This design comes from an exercise in tuning for small area, a short achievable clock period and few clock cycles per item on the open sky130 flow, not from production work. No functional check of the RTL was part of this run.

$ cat flow/config.mk
export PLATFORM = sky130hd
export DESIGN_NAME = semi_discrete_ot_averaged_sgd
export DESIGN_NICKNAME = semi_discrete_ot_averaged_sgd
export VERILOG_FILES = /design/flow/design.v
export SDC_FILE = /design/flow/constraint.sdc
export NUM_CORES = 4
export LEC_CHECK = 0
export CAP_MARGIN = 20
export CORE_MARGIN = 2
export CORE_UTILIZATION = 40
export PLACE_DENSITY = 0.6
export SLEW_MARGIN = 20
$ cat flow/constraint.sdc
create_clock -name core_clock -period 11.0 [get_ports {clock}]
set_input_delay 2.2000 -clock core_clock [delete_from_list [all_inputs] [get_ports {clock}]]
set_output_delay 2.2000 -clock core_clock [all_outputs]
set_load 0.01 [all_outputs]
$ cat flow/design.v
package sdot_pkg;
   localparam int DEF_ROWS        = 16;
   localparam int DEF_MAX_COLUMNS = 1048576;
   localparam int VAL_W  = 32;   
   localparam int GAIN_W = 24;   
   localparam int RIU_W  = 5;    
   localparam int CSR_W  = 24;   
   localparam int IDX_W  = 2;    
   localparam int DIV_W  = 48;   
   localparam int DVR_W  = 24;   
   localparam logic [IDX_W-1:0] CSR_STEP_GAIN   = 2'd0;
   localparam logic [IDX_W-1:0] CSR_ROWS_IN_USE = 2'd1;
endpackage
module sdot_ram #(
   parameter int WIDTH = 32,
   parameter int DEPTH = 16
) (
   input  logic                     clock,
   input  logic                     wr_en,
   input  logic [$clog2(DEPTH)-1:0] wr_addr,
   input  logic [WIDTH-1:0]         wr_data,
   input  logic [$clog2(DEPTH)-1:0] rd_addr,
   output logic [WIDTH-1:0]         rd_data
);
   logic [WIDTH-1:0] mem_ff [DEPTH];
   logic [WIDTH-1:0] rd_data_ff;
   always_ff @(posedge clock) begin
      if (wr_en) begin
         mem_ff[wr_addr] <= wr_data;
      end
      rd_data_ff <= mem_ff[rd_addr];
   end
   assign rd_data = rd_data_ff;
endmodule
import sdot_pkg::*;
module sdot_div (
   input  logic             clock,
   input  logic             reset,
   input  logic             start,
   input  logic [sdot_pkg::DIV_W-1:0] dividend,
   input  logic [sdot_pkg::DVR_W-1:0] divisor,
   output logic             done,
   output logic [sdot_pkg::DIV_W-1:0] quotient
);
   localparam int CNT_W = $clog2(DIV_W);
   logic             busy_ff, busy_in;
   logic             done_ff, done_in;
   logic [CNT_W-1:0] cnt_ff, cnt_in;
   logic [DVR_W-1:0] rem_ff, rem_in;
   logic [DVR_W-1:0] dvs_ff, dvs_in;
   logic [DIV_W-1:0] quo_ff, quo_in;
   logic [DVR_W:0]   rem_sh;
   always_comb begin
      busy_in = busy_ff;
      done_in = 1'b0;
      cnt_in  = cnt_ff;
      rem_in  = rem_ff;
      dvs_in  = dvs_ff;
      quo_in  = quo_ff;
      rem_sh  = {rem_ff, quo_ff[DIV_W-1]};
      if (start) begin
         busy_in = 1'b1;
         cnt_in  = '0;
         rem_in  = '0;
         dvs_in  = divisor;
         quo_in  = dividend;
      end else if (busy_ff) begin
         if (rem_sh >= {1'b0, dvs_ff}) begin
            rem_in = DVR_W'(rem_sh - {1'b0, dvs_ff});
            quo_in = {quo_ff[DIV_W-2:0], 1'b1};
         end else begin
            rem_in = rem_sh[DVR_W-1:0];
            quo_in = {quo_ff[DIV_W-2:0], 1'b0};
         end
         cnt_in = cnt_ff + 1'b1;
         if (cnt_ff == CNT_W'(DIV_W - 1)) begin
            busy_in = 1'b0;
            done_in = 1'b1;
         end
      end
   end
   always_ff @(posedge clock) begin
      if (reset) begin
         busy_ff <= 1'b0;
         done_ff <= 1'b0;
         cnt_ff  <= '0;
      end else begin
         busy_ff <= busy_in;
         done_ff <= done_in;
         cnt_ff  <= cnt_in;
      end
      rem_ff <= rem_in;
      dvs_ff <= dvs_in;
      quo_ff <= quo_in;
   end
   assign done     = done_ff;
   assign quotient = quo_ff;
endmodule
import sdot_pkg::*;
module semi_discrete_ot_averaged_sgd #(
   parameter int ROWS        = sdot_pkg::DEF_ROWS,
   parameter int MAX_COLUMNS = sdot_pkg::DEF_MAX_COLUMNS
) (
   input  logic             clock,
   input  logic             reset,
   input  logic             req_valid,
   output logic             req_stall,
   input  logic [31:0]      req_cost,
   input  logic             req_final_column,
   output logic             rsp_valid,
   input  logic             rsp_stall,
   output logic [3:0]       rsp_potential_index,
   output logic [31:0]      rsp_potential_value,
   output logic             rsp_last_of_run,
   input  logic             csr_write,
   input  logic [sdot_pkg::IDX_W-1:0] csr_index,
   input  logic [sdot_pkg::CSR_W-1:0] csr_data
);
   localparam int SPC  = 4;                                
   localparam int S0   = 4;                                
   localparam int NC   = 1 + (32 - S0 + SPC - 1) / SPC;    
   localparam int L    = NC + 2;                           
   localparam int M    = (L < 16) ? 16 - L : 1;            
   localparam int ESPC = 2;                                
   localparam int RSPC = 6;                                
   localparam logic [19:0] NMAX = 20'd1048575;
   function automatic logic [31:0] sat32_l(input logic signed [33:0] x);
      if (x > 34'sh0_7FFF_FFFF)       sat32_l = 32'h7FFF_FFFF;
      else if (x < -34'sh0_8000_0000) sat32_l = 32'h8000_0000;
      else                            sat32_l = x[31:0];
   endfunction
   function automatic logic [51:0] dstep(input logic [51:0] rw, input logic [19:0] dv);
      logic [20:0] rs;
      logic [20:0] df;
      rs = {rw[51:32], rw[31]};
      df = rs - {1'b0, dv};
      if (!df[20]) dstep = {df[19:0], rw[30:0], 1'b1};
      else         dstep = {rs[19:0], rw[30:0], 1'b0};
   endfunction
   logic [23:0] gain_ff;
   logic [4:0]  riu_ff;
   logic [4:0]  q;           
   logic [4:0]  qm1;
   logic [4:0]  per;         
   logic [4:0]  meff;        
   always_comb begin
      if (riu_ff < 5'd2)       q = 5'd2;
      else if (riu_ff > 5'd16) q = 5'd16;
      else                     q = riu_ff;
      qm1  = q - 5'd1;
      per  = (q > 5'(L)) ? q : 5'(L);
      meff = (q > 5'(L)) ? (q - 5'(L)) : 5'd0;
   end
   wire csr_gain = csr_write && (csr_index == CSR_STEP_GAIN);
   wire csr_riu  = csr_write && (csr_index == CSR_ROWS_IN_USE);
   logic [4:0]  hr;                  
   logic        ib_v, ib_fin;        
   logic [31:0] ib_cost;
   logic [19:0] k_cnt;               
   logic [3:0]  cur_row;             
   logic        fl_act;              
   logic        fl_z;                
   logic [4:0]  fl_ptr;
   logic        out_act;             
   logic [4:0]  out_ptr;
   logic [4:0]  ft_ptr;              
   logic [23:0] u_eta, u_rise;       
   logic [19:0] u_n;
   logic [3:0]  a_reg;               
   logic signed [32:0] cmp_min;
   logic [3:0]  cmp_arg;
   logic [31:0] r0_d, r0_v;
   logic [31:0] dp2, dm2, v2, c2;
   logic [19:0] n2;
   logic [4:0]  row2;
   logic        act2, cst2, col1_2, fl2, last2;
   logic [NC-1:0][19:0] rem_c;
   logic [NC-1:0][31:0] w_c;
   logic [NC-1:0][19:0] n_c;
   logic [NC-1:0][31:0] d_c;
   logic [NC-1:0][31:0] v_c;
   logic [NC-1:0][4:0] row_c;
   logic [NC-1:0] neg_c;
   logic [NC-1:0] act_c;
   logic [NC-1:0] fl_c;
   logic [M-1:0][31:0] f_d;
   logic [M-1:0][31:0] f_v;
   logic        rsp_v_ff, rsp_last_ff;
   logic [3:0]  rsp_idx_ff;
   logic [31:0] rsp_val_ff;
   logic [47:0] g2;
   logic        g2_vld, gm_busy;
   logic [23:0] gm_sr;
   logic [4:0]  gm_cnt;
   logic [19:0] nxt_idx;
   logic        sq_busy, sq_rdy;
   logic [47:0] sq_a, sq_x;
   logic [65:0] sq_y;
   logic [23:0] sq_e;
   logic [4:0]  sq_j;
   logic [19:0] sq_n;
   logic        dq_busy, dq_rdy;
   logic [4:0]  dq_rem;
   logic [23:0] dq_w, dq_eta;
   logic [19:0] dq_n;
   logic [4:0]  dq_cnt;
   logic        e_vld;
   logic [23:0] e_eta, e_rise;
   logic [19:0] e_n;
   logic        rv, fl_here, fl_go, c_here, c_ok, acc, act, uload, zin, col1;
   logic [23:0] eta_e, rise_e;
   logic [19:0] n_e;
   logic [31:0] din, vin;
   logic [31:0] dp, dm;
   always_comb begin
      rv      = hr < q;
      fl_here = fl_act && rv && (hr == fl_ptr);
      fl_go   = fl_here && ((fl_ptr != 5'd0) || (e_vld && !out_act));
      c_here  = ib_v && rv && (hr == {1'b0, cur_row});
      if (k_cnt == 20'd0)
         c_ok = !fl_act || (fl_ptr > hr) || fl_go;
      else
         c_ok = ((hr != 5'd0) || e_vld) &&
                !((k_cnt == 20'd1) && out_act && (hr >= out_ptr));
      acc    = c_here && c_ok;
      act    = fl_go || (acc && (k_cnt != 20'd0));
      uload  = act && (hr == 5'd0);
      zin    = (acc && (k_cnt == 20'd1)) || (fl_go && fl_z);
      col1   = acc && (k_cnt == 20'd0);
      eta_e  = act ? (uload ? e_eta  : u_eta)  : 24'd0;
      rise_e = act ? (uload ? e_rise : u_rise) : 24'd0;
      n_e    = uload ? e_n : u_n;
      din    = zin ? 32'd0 : r0_d;
      vin    = zin ? 32'd0 : r0_v;
      dp     = sat32_l($signed({{2{din[31]}}, din}) + $signed({10'd0, rise_e}));
      dm     = sat32_l($signed({{2{din[31]}}, din}) + $signed({10'd0, rise_e})
                       - $signed({10'd0, eta_e}));
   end
   assign req_stall = ib_v && !acc;
   logic        sel2, take2;
   logic [31:0] dsel2, csel2;
   logic [32:0] diff2, x2, xb2;
   logic [31:0] ax2;
   logic        neg2;
   always_comb begin
      sel2  = act2 && (row2 == {1'b0, a_reg});
      dsel2 = sel2 ? dm2 : dp2;
      csel2 = col1_2 ? 32'd0 : dsel2;
      diff2 = {c2[31], c2} - {csel2[31], csel2};
      take2 = (row2 == 5'd0) || ($signed(diff2) < cmp_min);
      x2    = {dsel2[31], dsel2} - {v2[31], v2};
      xb2   = {v2[31], v2} - {dsel2[31], dsel2};
      neg2  = x2[32];
      ax2   = neg2 ? xb2[31:0] : x2[31:0];
   end
   logic [NC-1:0][19:0] rem_o;
   logic [NC-1:0][31:0] w_o;
   genvar gs;
   generate
      for (gs = 0; gs < NC; gs++) begin : g_seg
         localparam int LO = (gs == 0) ? 0 : (((S0 + (gs - 1) * SPC) > 32) ? 32 : (S0 + (gs - 1) * SPC));
         localparam int HI = (((S0 + gs * SPC) > 32) ? 32 : (S0 + gs * SPC));
         always_comb begin : b_seg
            logic [51:0] rw;
            rw = {rem_c[gs], w_c[gs]};
            for (int i = LO; i < HI; i++) rw = dstep(rw, n_c[gs]);
            rem_o[gs] = rw[51:32];
            w_o[gs]   = rw[31:0];
         end
      end
   endgenerate
   logic [31:0] t_d, t_v, t_q;
   logic [4:0]  t_row;
   logic        t_act, t_fl, t_cand, t_ld;
   always_comb begin
      t_q   = w_o[NC-1];
      t_d   = d_c[NC-1];
      t_row = row_c[NC-1];
      t_act = act_c[NC-1];
      t_fl  = fl_c[NC-1];
      if (!t_act)            t_v = v_c[NC-1];
      else if (neg_c[NC-1])  t_v = v_c[NC-1] - t_q;
      else                   t_v = v_c[NC-1] + t_q;
      t_cand = out_act && (t_row == out_ptr) && (t_fl || (t_row < ft_ptr));
      t_ld   = t_cand && (!rsp_v_ff || !rsp_stall);
   end
   always_ff @(posedge clock) begin
      r0_d <= (meff == 5'd0) ? t_d : f_d[0];
      r0_v <= (meff == 5'd0) ? t_v : f_v[0];
      for (int i = 0; i < M; i++) begin
         if (i == M - 1 || meff == 5'(i + 1)) begin
            f_d[i] <= t_d;
            f_v[i] <= t_v;
         end else begin
            f_d[i] <= f_d[(i + 1 < M) ? i + 1 : i];
            f_v[i] <= f_v[(i + 1 < M) ? i + 1 : i];
         end
      end
      dp2  <= dp;
      dm2  <= dm;
      v2   <= vin;
      c2   <= ib_cost;
      n2   <= n_e;
      row2 <= hr;
      rem_c[0] <= 20'd0;
      w_c[0]   <= ax2;
      n_c[0]   <= n2;
      d_c[0]   <= dsel2;
      v_c[0]   <= v2;
      row_c[0] <= row2;
      neg_c[0] <= neg2;
      for (int s = 1; s < NC; s++) begin
         rem_c[s] <= rem_o[s-1];
         w_c[s]   <= w_o[s-1];
         n_c[s]   <= n_c[s-1];
         d_c[s]   <= d_c[s-1];
         v_c[s]   <= v_c[s-1];
         row_c[s] <= row_c[s-1];
         neg_c[s] <= neg_c[s-1];
      end
   end
   always_ff @(posedge clock) begin
      if (reset) begin
         act2   <= 1'b0;
         cst2   <= 1'b0;
         col1_2 <= 1'b0;
         fl2    <= 1'b0;
         last2  <= 1'b0;
         for (int s = 0; s < NC; s++) begin
            act_c[s] <= 1'b0;
            fl_c[s]  <= 1'b0;
         end
      end else begin
         act2   <= act;
         cst2   <= acc;
         col1_2 <= col1;
         fl2    <= fl_go;
         last2  <= acc && (hr == qm1);
         act_c[0] <= act2;
         fl_c[0]  <= fl2;
         for (int s = 1; s < NC; s++) begin
            act_c[s] <= act_c[s-1];
            fl_c[s]  <= fl_c[s-1];
         end
      end
   end
   always_ff @(posedge clock) begin
      if (reset) begin
         gain_ff    <= 24'd65536;
         riu_ff     <= 5'd16;
         hr         <= 5'd0;
         ib_v       <= 1'b0;
         k_cnt      <= 20'd0;
         cur_row    <= 4'd0;
         fl_act     <= 1'b0;
         fl_ptr     <= 5'd0;
         fl_z       <= 1'b0;
         out_act    <= 1'b0;
         out_ptr    <= 5'd0;
         ft_ptr     <= 5'd0;
         rsp_v_ff   <= 1'b0;
      end else begin
         if (csr_gain) gain_ff <= csr_data[23:0];
         if (csr_riu)  riu_ff  <= csr_data[4:0];
         if (csr_riu || (hr == per - 5'd1)) hr <= 5'd0;
         else                               hr <= hr + 5'd1;
         if (!ib_v || acc) ib_v <= req_valid;
         if (fl_go) begin
            fl_ptr <= fl_ptr + 5'd1;
            if (fl_ptr == qm1) fl_act <= 1'b0;
         end
         if (acc) begin
            if (hr == qm1) begin
               cur_row <= 4'd0;
               if (ib_fin) begin
                  k_cnt  <= 20'd0;
                  fl_act <= 1'b1;
                  fl_ptr <= 5'd0;
                  fl_z   <= (k_cnt == 20'd0);
               end else if (k_cnt != NMAX) begin
                  k_cnt  <= k_cnt + 20'd1;
               end
            end else begin
               cur_row <= cur_row + 4'd1;
            end
         end
         if (t_fl) ft_ptr <= ft_ptr + 5'd1;
         if (t_ld) begin
            rsp_v_ff <= 1'b1;
            out_ptr  <= out_ptr + 5'd1;
            if (t_row == qm1) out_act <= 1'b0;
         end else if (!rsp_stall) begin
            rsp_v_ff <= 1'b0;
         end
         if (fl_go && (fl_ptr == 5'd0)) begin
            out_act <= 1'b1;
            out_ptr <= 5'd0;
            ft_ptr  <= 5'd0;
         end
      end
   end
   always_ff @(posedge clock) begin
      if (!ib_v || acc) begin
         ib_cost <= req_cost;
         ib_fin  <= req_final_column;
      end
      if (uload) begin
         u_eta  <= e_eta;
         u_rise <= e_rise;
         u_n    <= e_n;
      end
      if (cst2 && take2) begin
         cmp_min <= diff2;
         cmp_arg <= row2[3:0];
      end
      if (cst2 && last2) a_reg <= take2 ? row2[3:0] : cmp_arg;
      if (t_ld) begin
         rsp_idx_ff  <= t_row[3:0];
         rsp_val_ff  <= t_v;
         rsp_last_ff <= (t_row == qm1);
      end
   end
   assign rsp_valid           = rsp_v_ff;
   assign rsp_potential_index = rsp_idx_ff;
   assign rsp_potential_value = rsp_val_ff;
   assign rsp_last_of_run     = rsp_last_ff;
   wire restart = reset || csr_write || (uload && fl_go);
   logic [47:0] gm_acc_n;
   logic [23:0] gm_sr_n;
   always_comb begin
      gm_acc_n = g2;
      gm_sr_n  = gm_sr;
      for (int i = 0; i < 2; i++) begin
         gm_acc_n = {gm_acc_n[46:0], 1'b0} + (gm_sr_n[23] ? {24'd0, gain_ff} : 48'd0);
         gm_sr_n  = {gm_sr_n[22:0], 1'b0};
      end
   end
   logic [47:0] sq_a_n, sq_x_n;
   logic [65:0] sq_y_n;
   logic [23:0] sq_e_n;
   logic [4:0]  sq_j_n;
   always_comb begin : b_sq
      logic [48:0] tt;
      sq_a_n = sq_a;
      sq_x_n = sq_x;
      sq_y_n = sq_y;
      sq_e_n = sq_e;
      sq_j_n = sq_j;
      for (int i = 0; i < ESPC; i++) begin
         tt = {1'b0, sq_x_n} + {1'b0, sq_y_n[47:0]};
         if ((sq_y_n[65:48] == 18'd0) && !tt[48] && (sq_a_n >= tt[47:0])) begin
            sq_a_n = sq_a_n - tt[47:0];
            sq_x_n = {1'b0, sq_x_n[47:1]} + sq_y_n[47:0];
            sq_e_n = sq_e_n | (24'd1 << sq_j_n);
         end else begin
            sq_x_n = {1'b0, sq_x_n[47:1]};
         end
         sq_y_n = {2'b00, sq_y_n[65:2]};
         sq_j_n = sq_j_n - 5'd1;
      end
   end
   logic [4:0]  dq_rem_n;
   logic [23:0] dq_w_n;
   always_comb begin : b_dq
      logic [5:0] rs, df;
      dq_rem_n = dq_rem;
      dq_w_n   = dq_w;
      for (int i = 0; i < RSPC; i++) begin
         rs = {dq_rem_n, dq_w_n[23]};
         df = rs - {1'b0, q};
         if (!df[5]) begin
            dq_rem_n = df[4:0];
            dq_w_n   = {dq_w_n[22:0], 1'b1};
         end else begin
            dq_rem_n = rs[4:0];
            dq_w_n   = {dq_w_n[22:0], 1'b0};
         end
      end
   end
   wire sq_start = !sq_busy && !sq_rdy && ((nxt_idx == 20'd1) || g2_vld);
   wire dq_take  = sq_rdy && !dq_busy && !dq_rdy;
   wire e_take   = dq_rdy && (!e_vld || uload);
   always_ff @(posedge clock) begin
      if (reset) begin
         g2      <= 48'd1 << 32;
         g2_vld  <= 1'b1;
         gm_busy <= 1'b0;
      end else if (csr_gain) begin
         g2      <= 48'd0;
         g2_vld  <= 1'b0;
         gm_busy <= 1'b1;
         gm_sr   <= csr_data[23:0];
         gm_cnt  <= 5'd0;
      end else if (gm_busy) begin
         g2     <= gm_acc_n;
         gm_sr  <= gm_sr_n;
         gm_cnt <= gm_cnt + 5'd1;
         if (gm_cnt == 5'd11) begin
            gm_busy <= 1'b0;
            g2_vld  <= 1'b1;
         end
      end
      if (restart) begin
         nxt_idx <= 20'd1;
         sq_busy <= 1'b0;
         sq_rdy  <= 1'b0;
         dq_busy <= 1'b0;
         dq_rdy  <= 1'b0;
         e_vld   <= 1'b0;
      end else begin
         if (sq_start) begin
            sq_n <= nxt_idx;
            if (nxt_idx != NMAX) nxt_idx <= nxt_idx + 20'd1;
            if (nxt_idx == 20'd1) begin
               sq_e   <= gain_ff;
               sq_rdy <= 1'b1;
            end else begin
               sq_a    <= g2;
               sq_x    <= 48'd0;
               sq_y    <= {nxt_idx, 46'd0};
               sq_e    <= 24'd0;
               sq_j    <= 5'd23;
               sq_busy <= 1'b1;
            end
         end else if (sq_busy) begin
            sq_a <= sq_a_n;
            sq_x <= sq_x_n;
            sq_y <= sq_y_n;
            sq_e <= sq_e_n;
            sq_j <= sq_j_n;
            if (sq_j == 5'(ESPC - 1)) begin
               sq_busy <= 1'b0;
               sq_rdy  <= 1'b1;
            end
         end else if (dq_take) begin
            sq_rdy <= 1'b0;
         end
         if (dq_take) begin
            dq_busy <= 1'b1;
            dq_rem  <= 5'd0;
            dq_w    <= sq_e;
            dq_eta  <= sq_e;
            dq_n    <= sq_n;
            dq_cnt  <= 5'd0;
         end else if (dq_busy) begin
            dq_rem <= dq_rem_n;
            dq_w   <= dq_w_n;
            dq_cnt <= dq_cnt + 5'd1;
            if (dq_cnt == 5'(24 / RSPC - 1)) begin
               dq_busy <= 1'b0;
               dq_rdy  <= 1'b1;
            end
         end else if (e_take) begin
            dq_rdy <= 1'b0;
         end
         if (e_take) begin
            e_vld  <= 1'b1;
            e_eta  <= dq_eta;
            e_rise <= dq_w;
            e_n    <= dq_n;
         end else if (uload) begin
            e_vld <= 1'b0;
         end
      end
   end
endmodule
$ cat flow/run.sh
#!/bin/bash
# synth_recipe.tcl (not shown) runs the flow's synth.tcl, then flattens the netlist and writes it again
# the make line also repeats each setting of config.mk as NAME=value (left out here)
make -C /OpenROAD-flow-scripts/flow DESIGN_CONFIG=/design/flow/config.mk WORK_HOME=/design/flow/orfs CLKGATE_MAP_FILE= SYNTH_SCRIPT=/design/flow/synth_recipe.tcl finish
==> flow_summary.toml <==
[synthesis]
synth_ff_type = "dfxtp_1"
synth.area.top_cells = "dfxtp_1 (29%), edfxtp_1 (12%), ha_1 (12%), nand2_1 (5.3%), xnor2_1 (4.3%)"
ys_ff_latch = 2435
synthCells = 14700
synth_edf_count = 516
syn-cell-area_um2 = 133000
async_flop_share = 0
ys_types = 115
synth_warnings = 1
synth_top_area_frac = 0.288
synth-seq-area-share = 0.404
synth_area_leader_cell = "dfxtp_1"
syn_area_per_cell_um2 = 9.10

[setup_path]
r2r-start = "w_c[255]"
startpoint = "w_c[255]"
arrival_ps = 13110
cp_num_buf_inv = 24
cpMostUsedCell = "buf_4"
endpoint_kind = "register"
slowest_delay_ps = 400
crit_fanout = 7
crit_family = "compound AO/OA/AOI/OAI gates"
cp_slowest_cell = "mux2_2"
cp_data_required_time_ps = 11640
start_kind = "register"
critical_path_class = "register to register"

[routing]
wire_per_inst_um = 18.1
routed_wl_mm = 400
drt_iter0_drc = 6979
antenna_left = 0
num_vias = 114000
first_pass_iters = 6
viasPerCell = 5.15
route.detailed.drc = 0

[floorplan]
die_y_um = 582
core_um2 = 333000
start_util = 0.401
dieArea_um2 = 338000
ioPinCount = 103
row_count = 212
die_w_um = 582

[placed_design]
pre_cts_ws_ps = -1930
portBuffers = 102
hpwl_mm = 304
globalplace.congestion = 0.920

[clock_tree]
cts_buffers = 244
path_clk_slew_ps = 70
cts_hold_buf = 0
cts_sinks = 2435
clk_latency_ps = 940
cts_tree = "done"
cts.path.max_buffers = 4
htree_levels = 4
ctsRootBufferMaster = "clkbuf_16"

[timing]
skew_ps = 90.3
slew_viol_final = 0
max_slew.worst_pin.slew_ps = 1150
slew_headroom = 0.221
period_needed_ps = 12480
timing.final.crit_share = 1.13
hold_violations = 0
fmax_mhz = 80.1
setup_violations = 463
setup_ws_ps = -1480
rsz0062_at_grt = "yes"

[flow_run]
cap_viol_max_count = 0

[cells_and_area]
final_common_cell = "buf_4"
syn_to_final_growth_pct = 31.0
layout.filler_cells = 30400
nets = 18900
final_cell_mix = "buf_4 (2813), dfxtp_1 (1905), nand2_1 (1876)"
drive_gt1_frac = 0.249
reg.largest.list = "d_c x256, v_c x256, w_c x256"

[hold_path]
worstHoldPathType = "register to register"
hp-start = "d_c[77]"

[global_route]
grt_util_all_layers = 0.230
overflow = 0
antenna_found_initial = 20
grt_max_degree = 147
grt_pass1_wl_mm = 624
grt_pass1_vias = 111000

[status]
violations = "setup timing"
status = "complete, but fails checks"

[power_and_ir_drop]
through the flow:
step                cells  setup TNS (ps)  hold WS (ps)   util  area (um2)
floorplan           14700         -114220           310      -      136000
global placement    21500         -512410           310  0.485      161000
detailed placement  21500         -562090           312  0.485      161000
CTS                 22100         -323480           261  0.524      174000
global route        22200         -625960           280  0.525      175000
finish              22200         -309580           278  0.525      175000
kinds of logic (layout without fill, tap and decap cells):
group,count (synthesis),after routing,share of synthesized area
and+or+nand+nor,4499,4501,0.155
AOI/OAI and AO/OA,3695,3695,0.175
DFF,2435,2435,0.404
muxes,447,447,0.0365
xor gates and xnor gates,1069,1070,0.0708
buffers and inverters,1227,4325,0.0350
other,1,15,0.0000281
adders and majority gates,1285,1285,0.123
routing by layer:
layer	part of all wire	routed length, um	global-route usage
met5	0.00010	41	0
met4	0.031	12300	0.0669
met3	0.047	18800	0.0267
met2	0.46	185000	0.388
met1	0.46	184000	0.309
area by class of cell:
type	count	area, um2	share of cell area
antenna	6	15.0	0.0000859
clock buffer	329	6970	0.0399
clock inverter	126	1440	0.00826
inverter	805	3050	0.0174
multi-input combinational	11000	79000	0.452
sequential	2435	53900	0.309
tap	4387	5490	0.0314
timing repair buffer	3065	24900	0.142
synth_stat cells, types with 364 or more instances:
master / instances
o21ai_0: 910
nor2_1: 964
clkbuf_1: 364
inv_1: 786
xor2_1: 399
ha_1: 1235
a21o_1: 455
dfxtp_1: 1919
a21oi_1: 1028
nand2_1: 1901
edfxtp_1: 516
xnor2_1: 660
timing repair:
| item | in CTS | in global routing |
|---|---|---|
| setup buffers | 205 | 8 |
| pin swaps | 328 | 51 |
| resized for setup | 520 | 50 |
| gates cloned | 36 | 0 |
| endpoints found under the setup margin | 491 | 530 |
worst paths after layout:
path,cells after the start,slack (ps),endpoint
min reg2reg,0,280,d_c[109]
min,0,280,d_c[109]
max reg2reg,72,-1480,rsp_val_ff[26]
max,72,-1480,rsp_val_ff[26]

-- what the ideal ports hide --
The results above use ideal ports. As a check the final layout listed here was re-extracted and re-timed, cells and wires unchanged. Step 1, drivers: a clkbuf_16 drives clock and a buf_2 each remaining input, both assumed. Step 2 adds t to the input delays and takes it off the output delays; t is the mean of the earliest and latest rising clock arrival at the registers after step 1. Input paths then give back, and output paths get back, about the clock's delay inside the block. a / b / c = ideal / step 1 / step 2; a / b = the first two.
t, ns: 0.995
setup WS [ns]: -1.478 / -1.478 / -1.478
worst setup path at the end: register to register
For this run, drivers alone change the setup slack by 0.000 ns; drivers and shift together by 0.000 ns.
